Source: an optimization exercise on an open RTL-to-GDS flow (aim: small area and a short achievable clock period). Production flows keep margins and buffers that such runs may drop.
At most, simulation tests tie the RTL to the original design; equivalence was not proved.
Power figures rest on the tool's default switching activity, not on a simulated workload.

==> run a <==
==> flow/design.v <==
module beam_topk_sort #(
    parameter int NBEAM_IN = 64,
    parameter int BEAM     = 16,
    parameter int PWR_W    = 32
) (
    input  logic                        i_clk,
    input  logic                        i_reset_n,
    input  logic                        i_pwr_vld,
    input  logic                        i_pwr_sop,
    input  logic [PWR_W-1:0]            i_pwr_data,
    output logic [BEAM-1:0][7:0]        o_beam_idx,
    output logic [BEAM-1:0][PWR_W-1:0]  o_beam_pwr,
    output logic                        o_rbg_load,
    output logic                        o_busy,
    output logic                        o_err_sop
);
    localparam int IW = 6;                        
    localparam logic [IW-1:0] CNT_LAST_C = IW'(NBEAM_IN - 1);
    localparam int HW = PWR_W / 2;               
    logic            collect_r;      
    logic            flush_r;        
    logic [IW-1:0]   last_r;         
    logic            rbg_load_r;
    logic            err_sop_r;
    logic start_s, beam_s, take_s, acc_s;
    assign start_s = i_pwr_vld &  i_pwr_sop;
    assign beam_s  = i_pwr_vld & ~i_pwr_sop;
    assign take_s  = beam_s & collect_r;          
    assign acc_s   = start_s | take_s;            
    always_ff @(posedge i_clk) begin
        if (!i_reset_n) begin
            collect_r  <= 1'b0;
            flush_r    <= 1'b0;
            last_r     <= '0;
            rbg_load_r <= 1'b0;
            err_sop_r  <= 1'b0;
        end else begin
            rbg_load_r <= flush_r;
            err_sop_r  <= (start_s & collect_r) | (beam_s & ~collect_r);
            if (start_s) begin
                collect_r <= 1'b1;
                flush_r   <= 1'b0;
                last_r    <= '0;
            end else if (take_s) begin
                last_r    <= last_r + IW'(1);
                if (last_r == CNT_LAST_C - IW'(1)) begin
                    collect_r <= 1'b0;
                    flush_r   <= 1'b1;
                end else begin
                    flush_r   <= 1'b0;
                end
            end else begin
                flush_r   <= 1'b0;
            end
        end
    end
    logic [BEAM-1:0][PWR_W-1:0] list_pwr_r;
    logic [BEAM-1:0][IW-1:0]    list_idx_r;
    logic [BEAM-1:0]            list_vld_r;   
    logic [PWR_W-1:0]           smp_pwr_r;    
    logic [BEAM-1:0]            hi_gt_r, hi_eq_r, lo_ge_r;
    logic [BEAM-1:0] ge_s;            
    always_comb begin
        for (int i = 0; i < BEAM; i++)
            ge_s[i] = hi_gt_r[i] | (hi_eq_r[i] & lo_ge_r[i]);
    end
    logic [BEAM-1:0][PWR_W-1:0] ins_pwr_s;
    logic [BEAM-1:0][IW-1:0]    ins_idx_s;
    logic [BEAM-1:0]            ins_vld_s;
    for (genvar i = 0; i < BEAM; i++) begin : g_ins
        if (i == 0) begin : g_first
            assign ins_pwr_s[i] = ge_s[i] ? list_pwr_r[i] : smp_pwr_r;
            assign ins_idx_s[i] = ge_s[i] ? list_idx_r[i] : last_r;
        end else begin : g_rest
            beam_topk_ins #(.W(PWR_W + IW)) u_ins (
                .keep (ge_s[i]),
                .take (ge_s[i-1] & ~ge_s[i]),
                .up_s (~ge_s[i-1]),
                .own  ({list_pwr_r[i],   list_idx_r[i]}),
                .smp  ({smp_pwr_r,       last_r}),
                .up   ({list_pwr_r[i-1], list_idx_r[i-1]}),
                .d    ({ins_pwr_s[i],    ins_idx_s[i]})
            );
        end
    end
    always_comb begin
        if (start_s)
            ins_vld_s = '0;
        else if (ge_s[BEAM-1])
            ins_vld_s = list_vld_r;
        else
            ins_vld_s = {list_vld_r[BEAM-2:0], 1'b1};
    end
    logic [BEAM:0]   in_gt_s, in_eq_s, in_ge_s;
    logic [BEAM-1:0] nx_gt_s, nx_eq_s, nx_ge_s;
    always_comb begin
        for (int i = 0; i < BEAM; i++) begin
            in_gt_s[i] = list_pwr_r[i][PWR_W-1:HW] >  i_pwr_data[PWR_W-1:HW];
            in_eq_s[i] = list_pwr_r[i][PWR_W-1:HW] == i_pwr_data[PWR_W-1:HW];
            in_ge_s[i] = list_pwr_r[i][HW-1:0]     >= i_pwr_data[HW-1:0];
        end
        in_gt_s[BEAM] = smp_pwr_r[PWR_W-1:HW] >  i_pwr_data[PWR_W-1:HW];
        in_eq_s[BEAM] = smp_pwr_r[PWR_W-1:HW] == i_pwr_data[PWR_W-1:HW];
        in_ge_s[BEAM] = smp_pwr_r[HW-1:0]     >= i_pwr_data[HW-1:0];
        for (int i = 0; i < BEAM; i++) begin
            if (ge_s[i]) begin
                nx_gt_s[i] = in_gt_s[i];
                nx_eq_s[i] = in_eq_s[i];
                nx_ge_s[i] = in_ge_s[i];
            end else if (i == 0 || ge_s[(i == 0) ? 0 : i-1]) begin
                nx_gt_s[i] = in_gt_s[BEAM];
                nx_eq_s[i] = in_eq_s[BEAM];
                nx_ge_s[i] = in_ge_s[BEAM];
            end else begin
                nx_gt_s[i] = in_gt_s[(i == 0) ? 0 : i-1];
                nx_eq_s[i] = in_eq_s[(i == 0) ? 0 : i-1];
                nx_ge_s[i] = in_ge_s[(i == 0) ? 0 : i-1];
            end
            if (!acc_s) begin
                nx_gt_s[i] = 1'b1;
            end else if (!ins_vld_s[i]) begin
                nx_gt_s[i] = 1'b0;
                nx_eq_s[i] = 1'b0;
            end
        end
    end
    always_ff @(posedge i_clk) begin
        list_pwr_r <= ins_pwr_s;
        list_idx_r <= ins_idx_s;
        list_vld_r <= ins_vld_s;
        smp_pwr_r  <= i_pwr_data;
        hi_gt_r    <= nx_gt_s;
        hi_eq_r    <= nx_eq_s;
        lo_ge_r    <= nx_ge_s;
    end
    logic [BEAM-1:0][IW-1:0]    beam_idx_r, beam_idx_s;
    logic [BEAM-1:0][PWR_W-1:0] beam_pwr_r, beam_pwr_s;
    logic                       out_ld_s, out_hd_s, out_rs_s;
    assign out_ld_s = i_reset_n &  flush_r;
    assign out_hd_s = i_reset_n & ~flush_r;
    assign out_rs_s = ~i_reset_n;
    for (genvar i = 0; i < BEAM; i++) begin : g_out
        for (genvar b = 0; b < PWR_W; b++) begin : g_pwr
            beam_topk_hold0 u_h (.ld(out_ld_s), .hd(out_hd_s),
                                 .n(ins_pwr_s[i][b]), .q(beam_pwr_r[i][b]),
                                 .d(beam_pwr_s[i][b]));
        end
        for (genvar b = 0; b < IW; b++) begin : g_idx
            if (((i >> b) & 1) != 0) begin : g_one
                beam_topk_hold1 u_h (.ld(out_ld_s), .hd(out_hd_s), .rs(out_rs_s),
                                     .n(ins_idx_s[i][b]), .q(beam_idx_r[i][b]),
                                     .d(beam_idx_s[i][b]));
            end else begin : g_zero
                beam_topk_hold0 u_h (.ld(out_ld_s), .hd(out_hd_s),
                                     .n(ins_idx_s[i][b]), .q(beam_idx_r[i][b]),
                                     .d(beam_idx_s[i][b]));
            end
        end
    end
    always_ff @(posedge i_clk) begin
        beam_idx_r <= beam_idx_s;
        beam_pwr_r <= beam_pwr_s;
    end
    always_comb begin
        for (int i = 0; i < BEAM; i++)
            o_beam_idx[i] = {{(8-IW){1'b0}}, beam_idx_r[i]};
    end
    assign o_beam_pwr = beam_pwr_r;
    assign o_rbg_load = rbg_load_r;
    assign o_busy     = collect_r;
    assign o_err_sop  = err_sop_r;
endmodule
module beam_topk_ins #(
    parameter int W = 38
) (
    input  logic         keep,
    input  logic         take,
    input  logic         up_s,
    input  logic [W-1:0] own,
    input  logic [W-1:0] smp,
    input  logic [W-1:0] up,
    output logic [W-1:0] d
);
    assign d = ({W{keep}} & own) | ({W{take}} & smp) | ({W{up_s}} & up);
endmodule
module beam_topk_hold0 (
    input  logic ld,
    input  logic hd,
    input  logic n,
    input  logic q,
    output logic d
);
    assign d = (ld & n) | (hd & q);
endmodule
module beam_topk_hold1 (
    input  logic ld,
    input  logic hd,
    input  logic rs,
    input  logic n,
    input  logic q,
    output logic d
);
    assign d = (ld & n) | (hd & q) | rs;
endmodule
==> flow/flow/run.sh <==
#!/bin/bash
set -euo pipefail
bash standard.sh BUFFER_PORTS_ARGS="-buffer_cell sky130_fd_sc_hd__buf_2" finish > standard_flow.log 2>&1
==> flow/standard.sh <==
#!/bin/bash
# synth_recipe.tcl (not shown) runs the flow's synth.tcl, then flattens the netlist and writes it again
# the make line also repeats each setting of config.mk as NAME=value (left out here)
make -C /OpenROAD-flow-scripts/flow DESIGN_CONFIG=/design/flow/config.mk WORK_HOME=/design/flow/orfs CLKGATE_MAP_FILE= SYNTH_SCRIPT=/design/flow/synth_recipe.tcl "${@:-finish}"
==> flow/config.mk <==
export PLATFORM = sky130hd
export DESIGN_NAME = beam_topk_sort
export DESIGN_NICKNAME = beam_topk_sort
export VERILOG_FILES = /design/flow/design.v
export SDC_FILE = /design/flow/constraint.sdc
export NUM_CORES = 4
export LEC_CHECK = 0
export CAP_MARGIN = 20
export CORE_MARGIN = 2
export CORE_UTILIZATION = 50
export SETUP_SLACK_MARGIN = 1.5
export SLEW_MARGIN = 20
export SYNTH_HIERARCHICAL = 1
==> flow/constraint.sdc <==
create_clock -name core_clock -period 4.0 [get_ports {i_clk}]
set_input_delay 0.8000 -clock core_clock [delete_from_list [all_inputs] [get_ports {i_clk}]]
set_output_delay 0.8000 -clock core_clock [all_outputs]
set_load 0.01 [all_outputs]
==> run b: changes against run a <==
==> flow/design.v (replaced) <==
module beam_topk_sort #(
    parameter int NBEAM_IN = 64,
    parameter int BEAM     = 16,
    parameter int PWR_W    = 32
) (
    input  logic                        i_clk,
    input  logic                        i_reset_n,
    input  logic                        i_pwr_vld,
    input  logic                        i_pwr_sop,
    input  logic [PWR_W-1:0]            i_pwr_data,
    output logic [BEAM-1:0][7:0]        o_beam_idx,
    output logic [BEAM-1:0][PWR_W-1:0]  o_beam_pwr,
    output logic                        o_rbg_load,
    output logic                        o_busy,
    output logic                        o_err_sop
);
    localparam int IW = 6;                        
    localparam logic [IW-1:0] CNT_LAST_C = IW'(NBEAM_IN - 1);
    localparam int HW = PWR_W / 2;               
    logic            collect_r;      
    logic            flush_r;        
    logic [IW-1:0]   last_r;         
    logic            rbg_load_r;
    logic            err_sop_r;
    logic start_s, beam_s, take_s, acc_s;
    assign start_s = i_pwr_vld &  i_pwr_sop;
    assign beam_s  = i_pwr_vld & ~i_pwr_sop;
    assign take_s  = beam_s & collect_r;          
    assign acc_s   = start_s | take_s;            
    always_ff @(posedge i_clk) begin
        if (!i_reset_n) begin
            collect_r  <= 1'b0;
            flush_r    <= 1'b0;
            last_r     <= '0;
            rbg_load_r <= 1'b0;
            err_sop_r  <= 1'b0;
        end else begin
            rbg_load_r <= flush_r;
            err_sop_r  <= (start_s & collect_r) | (beam_s & ~collect_r);
            if (start_s) begin
                collect_r <= 1'b1;
                flush_r   <= 1'b0;
                last_r    <= '0;
            end else if (take_s) begin
                last_r    <= last_r + IW'(1);
                if (last_r == CNT_LAST_C - IW'(1)) begin
                    collect_r <= 1'b0;
                    flush_r   <= 1'b1;
                end else begin
                    flush_r   <= 1'b0;
                end
            end else begin
                flush_r   <= 1'b0;
            end
        end
    end
    logic [BEAM-1:0][PWR_W-1:0] list_pwr_r;
    logic [BEAM-1:0][IW-1:0]    list_idx_r;
    logic [BEAM-1:0]            list_vld_r;   
    logic [PWR_W-1:0]           smp_pwr_r;    
    logic                       smp_acc_r;    
    logic [BEAM-1:0]            ge_r;         
    logic [BEAM:0]              hi_gt_r, hi_eq_r, lo_ge_r;
    logic [BEAM:0][PWR_W-1:0]   cmp_a_s;
    always_comb begin
        for (int i = 0; i < BEAM; i++)
            cmp_a_s[i] = list_pwr_r[i];
        cmp_a_s[BEAM] = smp_pwr_r;
    end
    always_ff @(posedge i_clk) begin
        for (int i = 0; i <= BEAM; i++) begin
            hi_gt_r[i] <= cmp_a_s[i][PWR_W-1:HW] >  i_pwr_data[PWR_W-1:HW];
            hi_eq_r[i] <= cmp_a_s[i][PWR_W-1:HW] == i_pwr_data[PWR_W-1:HW];
            lo_ge_r[i] <= cmp_a_s[i][HW-1:0]     >= i_pwr_data[HW-1:0];
        end
    end
    logic [BEAM:0]   cmp_s;           
    logic [BEAM-1:0] ge_s;            
    always_comb begin
        for (int i = 0; i <= BEAM; i++)
            cmp_s[i] = hi_gt_r[i] | (hi_eq_r[i] & lo_ge_r[i]);
        for (int i = 0; i < BEAM; i++) begin
            if (ge_r[i])
                ge_s[i] = cmp_s[i];
            else if (i == 0 || ge_r[(i == 0) ? 0 : i-1])
                ge_s[i] = cmp_s[BEAM];
            else
                ge_s[i] = cmp_s[(i == 0) ? 0 : i-1];
            ge_s[i] = ~smp_acc_r | (list_vld_r[i] & ge_s[i]);
        end
    end
    logic [BEAM-1:0][PWR_W-1:0] ins_pwr_s;
    logic [BEAM-1:0][IW-1:0]    ins_idx_s;
    logic [BEAM-1:0]            ins_vld_s;
    always_comb begin
        for (int i = 0; i < BEAM; i++) begin
            if (ge_s[i]) begin
                ins_pwr_s[i] = list_pwr_r[i];
                ins_idx_s[i] = list_idx_r[i];
            end else if (i == 0 || ge_s[(i == 0) ? 0 : i-1]) begin
                ins_pwr_s[i] = smp_pwr_r;
                ins_idx_s[i] = last_r;
            end else begin
                ins_pwr_s[i] = list_pwr_r[(i == 0) ? 0 : i-1];
                ins_idx_s[i] = list_idx_r[(i == 0) ? 0 : i-1];
            end
        end
        if (start_s)
            ins_vld_s = '0;
        else if (ge_s[BEAM-1])
            ins_vld_s = list_vld_r;
        else
            ins_vld_s = {list_vld_r[BEAM-2:0], 1'b1};
    end
    always_ff @(posedge i_clk) begin
        list_pwr_r <= ins_pwr_s;
        list_idx_r <= ins_idx_s;
        list_vld_r <= ins_vld_s;
        smp_pwr_r  <= i_pwr_data;
        smp_acc_r  <= acc_s;
        ge_r       <= ge_s;
    end
    logic [BEAM-1:0][IW-1:0]    beam_idx_r;
    logic [BEAM-1:0][PWR_W-1:0] beam_pwr_r;
    always_ff @(posedge i_clk) begin
        if (!i_reset_n) begin
            for (int i = 0; i < BEAM; i++)
                beam_idx_r[i] <= IW'(i);
            beam_pwr_r <= '0;
        end else if (flush_r) begin
            beam_idx_r <= ins_idx_s;
            beam_pwr_r <= ins_pwr_s;
        end
    end
    always_comb begin
        for (int i = 0; i < BEAM; i++)
            o_beam_idx[i] = {{(8-IW){1'b0}}, beam_idx_r[i]};
    end
    assign o_beam_pwr = beam_pwr_r;
    assign o_rbg_load = rbg_load_r;
    assign o_busy     = collect_r;
    assign o_err_sop  = err_sop_r;
endmodule
--- a/flow/config.mk
+++ b/flow/config.mk
@@ -9,5 +9,4 @@
 export CORE_MARGIN = 2
-export CORE_UTILIZATION = 50
-export SETUP_SLACK_MARGIN = 1.5
+export CORE_UTILIZATION = 45
+export SETUP_SLACK_MARGIN = 2.0
 export SLEW_MARGIN = 20
-export SYNTH_HIERARCHICAL = 1
==> run c: changes against run a <==
--- a/flow/config.mk
+++ b/flow/config.mk
@@ -9,4 +9,4 @@
 export CORE_MARGIN = 2
-export CORE_UTILIZATION = 50
-export SETUP_SLACK_MARGIN = 1.5
+export CORE_UTILIZATION = 45
+export SETUP_SLACK_MARGIN = 1.7
 export SLEW_MARGIN = 20
==> comparison table <==
Clock network contribution to total cell area: run b 4.79%; run c 6.91%; run a 7.11%
Share of post-route cells with drive strength above 1: run b 49.0%; run c 21.7%; run a 19.0%
Cell type with the highest occurrence count on the critical path: run b sky130_fd_sc_hd__buf_12; run c sky130_fd_sc_hd__buf_8; run a sky130_fd_sc_hd__buf_4
Final std cell area, no fill: run b 0.106 mm2; run c 0.0675 mm2; run a 0.0655 mm2
Number of cells upsized or downsized after cts: run b 3207; run c 99; run a 48
Launching instance or port of the critical path: run b lo_ge_r[16]; run c i_pwr_data[17]; run a i_pwr_data[17]
Simple-gate share of the synthesized area: run b 15.2%; run c 4.96%; run a 4.96%
Final cycle utilization of the critical path: run b 62.1%; run c 59.8%; run a 62.8%
Min-Delay Endpoint: run b smp_pwr_r[14]; run c smp_pwr_r[23]; run a smp_pwr_r[2]
Worst setup slack after placement: run b 0.635 ns; run c 0.429 ns; run a 0.430 ns
Inserted Clock Buffers: run b 152; run c 144; run a 142
Design Power: run b 0.0521 W; run c 0.0452 W; run a 0.0441 W
Sw power: run b 0.0206 W; run c 0.0166 W; run a 0.0159 W
Clk pwr share: run b 28.4%; run c 29.3%; run a 29.8%
Cells after Synth: run b 7230; run c 5145; run a 5145
Outcome: run b no timing/DRC/antenna violations; run c no timing/DRC/antenna violations; run a no timing/DRC/antenna violations
Crit path capture: run b beam_idx_r[66]; run c hi_gt_r[10]; run a hi_gt_r[4]
Buffers outside the clock class: run b 1450; run c 898; run a 822
Clock buffer count: run b 211; run c 211; run a 206
Total detailed-routing wirelength: run b 391000 um; run c 206000 um; run a 197000 um
Wire length per cell: run b 38.0 um; run c 26.6 um; run a 26.2 um
Power drawn by the combinational cells: run b 0.0164 W; run c 0.0133 W; run a 0.0125 W
Met2 track demand over resource: run b 63.9%; run c 48.9%; run a 53.4%
Power per cell area: run b 491 mW/mm2; run c 669 mW/mm2; run a 674 mW/mm2
R2r worst-path depth: run b 13; run c 7; run a 7
Worst Min Path Start: run b i_pwr_data[14]; run c i_pwr_data[23]; run a i_pwr_data[2]
Only the layout flow was run in run b; the RTL was not checked for function there.

## port drivers added, routing unchanged
No port has a modelled driver above. Below, the same layouts with a new extraction and two added sets of constraints.
Step 1, drivers: a clkbuf_16 drives i_clk and a buf_2 each remaining input, both assumed.
Step 2 times the ports against the registers' clock, not the clock port: input delays grow and output delays shrink by t, the midpoint of the rising clock arrivals with the driver on.
Slacks: ideal / step 1 / step 2; pairs: ideal / step 1.
run	shift t [ns]	setup slack, ns	worst setup path at the end
run a	0.819	1.489 / 1.515 / 0.704	input to register
run b	0.924	1.515 / 1.515 / 0.856	input to register
run c	0.831	1.606 / 1.624 / 0.792	input to register
After both steps setup and hold are still met in every run listed. For run c, which loses most, drivers alone change the setup slack by +0.018 ns; drivers and shift together by -0.814 ns.
